This design comes from an exercise in tuning for small area, a short achievable clock period and few clock cycles per item on the open sky130 flow, not from production work. In this exercise RTL edits were held to simulation tests only and were not proved equivalent to the original. No activity file was given, so power comes from the tool's default toggle rates.

==> flow/design.v (excerpt) <==
module page_buffer_lru_replacement
(
    input  logic                  clk,
    input  logic                  rst_n,
    input  logic                  psel,
    input  logic                  penable,
    input  logic                  pwrite,
    input  logic [APB_ADDR_W-1:0] paddr,
    input  logic [APB_DATA_W-1:0] pwdata,
    output logic [APB_DATA_W-1:0] prdata,
    output logic                  pready,
    input  logic                  in_valid,
    output logic                  in_ready,
    input  logic [CMD_W-1:0]      in_cmd,
    input  logic [PAGE_W-1:0]     in_page_id,
    output logic                  out_valid,
    input  logic                  out_ready,
    output logic                  out_hit,
    output logic [SLOT_FIELD_W-1:0] out_slot,
    output logic [PAGE_W-1:0]     out_page_number,
    output logic                  out_writeback_valid,
    output logic [PAGE_W-1:0]     out_writeback_page,
    output logic                  out_last
);
    logic [CFG_W-1:0]        slots_in_use_reg, slots_in_use_next;
    logic [CFG_W-1:0]        prdata_reg;
    logic [BUFFER_SLOTS-1:0] active_mask;
    logic [BUFFER_SLOTS-2:0] active_hi_reg, active_hi_next;
    logic                    cfg_write;
    logic                    done;
    logic                    cmd_valid;
    logic [3:0]              cmd_is;
    logic [PAGE_W-1:0]       cmd_page;
    logic                    load;
    logic [PAGE_W-1:0]       load_page;
    assign pready    = 1'b1;
    assign cfg_write = psel && penable && pwrite && (paddr == ADDR_SLOTS_IN_USE);
    assign slots_in_use_next = cfg_write ? pwdata[CFG_W-1:0] : slots_in_use_reg;
    assign prdata            = APB_DATA_W'(prdata_reg);
    always_ff @(posedge clk or negedge rst_n) begin
        if (!rst_n) begin
            slots_in_use_reg <= SLOTS_IN_USE_RST;
            active_hi_reg    <= '1;
        end
        else begin
            if (cfg_write) begin
                slots_in_use_reg <= pwdata[CFG_W-1:0];
                active_hi_reg    <= active_hi_next;
            end
        end
    end
    always_ff @(posedge clk) begin
        prdata_reg <= (paddr == ADDR_SLOTS_IN_USE) ? slots_in_use_next : '0;
    end
    always_comb begin
  ...
For scale: about 2400 cells after synthesis, about 130 I/O pins, ~28000 um^2 of cells after synthesis.
clock: 11.0 ns
lec_check: 0
cap_margin: 20
core_margin: 2
core_utilization: 40
cts_cluster_diameter: 80
cts_cluster_size: 26
place_density: 0.75
slew_margin: 20
standard.sh (not shown) runs the stock make flow with config.mk's settings and CLKGATE_MAP_FILE= SYNTH_SCRIPT=/design/flow/synth_recipe.tcl, a recipe that flattens the netlist after the stock synthesis.
==> flow/flow/run.sh <==
#!/bin/bash
# The standard layout (standard.sh), with a few extra ORFS settings read
# from flow/knobs.txt, one NAME=value per line: the resizer's setup repair
# aims for extra slack and the port buffers use a plain buffer cell. The
# clock, constraints and synthesis are the standard flow's own, unchanged.
set -euo pipefail
args=()
while IFS= read -r line; do
  [[ -n "$line" ]] && args+=("$line")
done < "$(dirname "$0")/knobs.txt"
bash standard.sh "${args[@]}" finish > flow_make.log 2>&1
==> flow/flow/knobs.txt <==
SETUP_SLACK_MARGIN=7.62
BUFFER_PORTS_ARGS=-buffer_cell sky130_fd_sc_hd__buf_2
The starting point went through all stages and came out clean.
Testbench counts at the start, summed over its fixed seeds: cycles 23,954, items 20,000.
==> next run, changes <==
--- a/flow/config.mk
+++ b/flow/config.mk
@@ -6,4 +6,5 @@
 export NUM_CORES = 4
 export LEC_CHECK = 0
+export ABC_AREA = 1
 export CAP_MARGIN = 20
 export CORE_MARGIN = 2
@@ -11,4 +12,4 @@
 export CTS_CLUSTER_DIAMETER = 80
 export CTS_CLUSTER_SIZE = 26
-export PLACE_DENSITY = 0.75
+export PLACE_DENSITY = 0.6
 export SLEW_MARGIN = 20
Result: Synthesized cell count goes up by 45%. Maximum frequency goes down by 5.3%. Power goes up by 12%. Clock skew goes down by 6.3 ps. Utilization is about the same. Critical path depth is unchanged. Combinational power goes up by 35%. Die area goes up by 4.8%. Worst setup slack got worse by 190 ps.
==> next run, changes <==
--- a/flow/config.mk
+++ b/flow/config.mk
@@ -6,5 +6,4 @@
 export NUM_CORES = 4
 export LEC_CHECK = 0
-export ABC_AREA = 1
 export CAP_MARGIN = 20
 export CORE_MARGIN = 2
The changed run went through all stages and came out clean; total power decreases by 10%; register-to-register slack loses 30 ps; maximum frequency goes up by about 1.7%; global-route usage decreases by 3.2 points; sequential power increases by 6.1%; area after synthesis is lower by about 4.7%; non-clock buffer count goes up by 5; utilization is about the same; clock power fell by about 5%; hold slack gains 4.0 ps.
==> next run, changes <==
--- a/flow/config.mk
+++ b/flow/config.mk
@@ -9,6 +9,4 @@
 export CORE_MARGIN = 2
 export CORE_UTILIZATION = 40
-export CTS_CLUSTER_DIAMETER = 80
-export CTS_CLUSTER_SIZE = 26
 export PLACE_DENSITY = 0.6
 export SLEW_MARGIN = 20
After rerunning:
- total power grows by 8.8%
- via count grows by about 1.2%
- clock skew shrinks by 26 ps
- routed wire length grows by 0.72%
- clock-buffer cell count grows by 48
- sequential power barely changes
- setup slack is worse by 17 ps
- hold slack is worse by 7.3 ps
- clock power grows by about 50%
- sequential cell count is unchanged
==> next run, changes <==
==> flow/flow/knobs.txt (replaced) <==
SETUP_SLACK_MARGIN=7.7
BUFFER_PORTS_ARGS=-buffer_cell sky130_fd_sc_hd__buf_2
--- a/flow/config.mk
+++ b/flow/config.mk
@@ -9,4 +9,6 @@
 export CORE_MARGIN = 2
 export CORE_UTILIZATION = 40
-export PLACE_DENSITY = 0.6
+export CTS_CLUSTER_DIAMETER = 80
+export CTS_CLUSTER_SIZE = 26
+export PLACE_DENSITY = 0.75
 export SLEW_MARGIN = 20
The changed run produced a clean layout.
Synthesized area does not change.
Maximum frequency is higher slightly.
Global-route usage is lower by 1.1 points.
Non-clock buffer count is higher by 7.
Count of clock-buffer cells in the layout is lower by 49.

what the ideal ports hide:
No port has a modelled driver above. Below, the same layouts with a new extraction and two added sets of constraints. Step 1, drivers: a clkbuf_16 drives clk and a buf_2 each remaining input, both assumed. Step 2 adds t to the input delays and takes it off the output delays; t is the mean of the earliest and latest rising clock arrival at the registers after step 1. Input paths then give back, and output paths get back, about the clock's delay inside the block. a / b / c = ideal ports / drivers / drivers and shift; a / b = the first two.
| run | t (ns) | setup slack, ns | worst slew at a driven data input, ns |
|---|---|---|---|
| the first run | 0.645 | 7.647 / 7.584 / 7.050 | 0.06 |
| the second run | 0.671 | 7.461 / 7.397 / 7.079 | 0.07 |
| the third run | 0.649 | 7.519 / 7.450 / 7.018 | 0.03 |
| the fourth run | 0.688 | 7.502 / 7.437 / 7.007 | 0.04 |
| the fifth run | 0.649 | 7.566 / 7.498 / 7.087 | 0.04 |
After both steps every run listed still meets setup and hold. For the first run, which loses most, drivers alone change the setup slack by -0.063 ns; drivers and shift together by -0.597 ns.
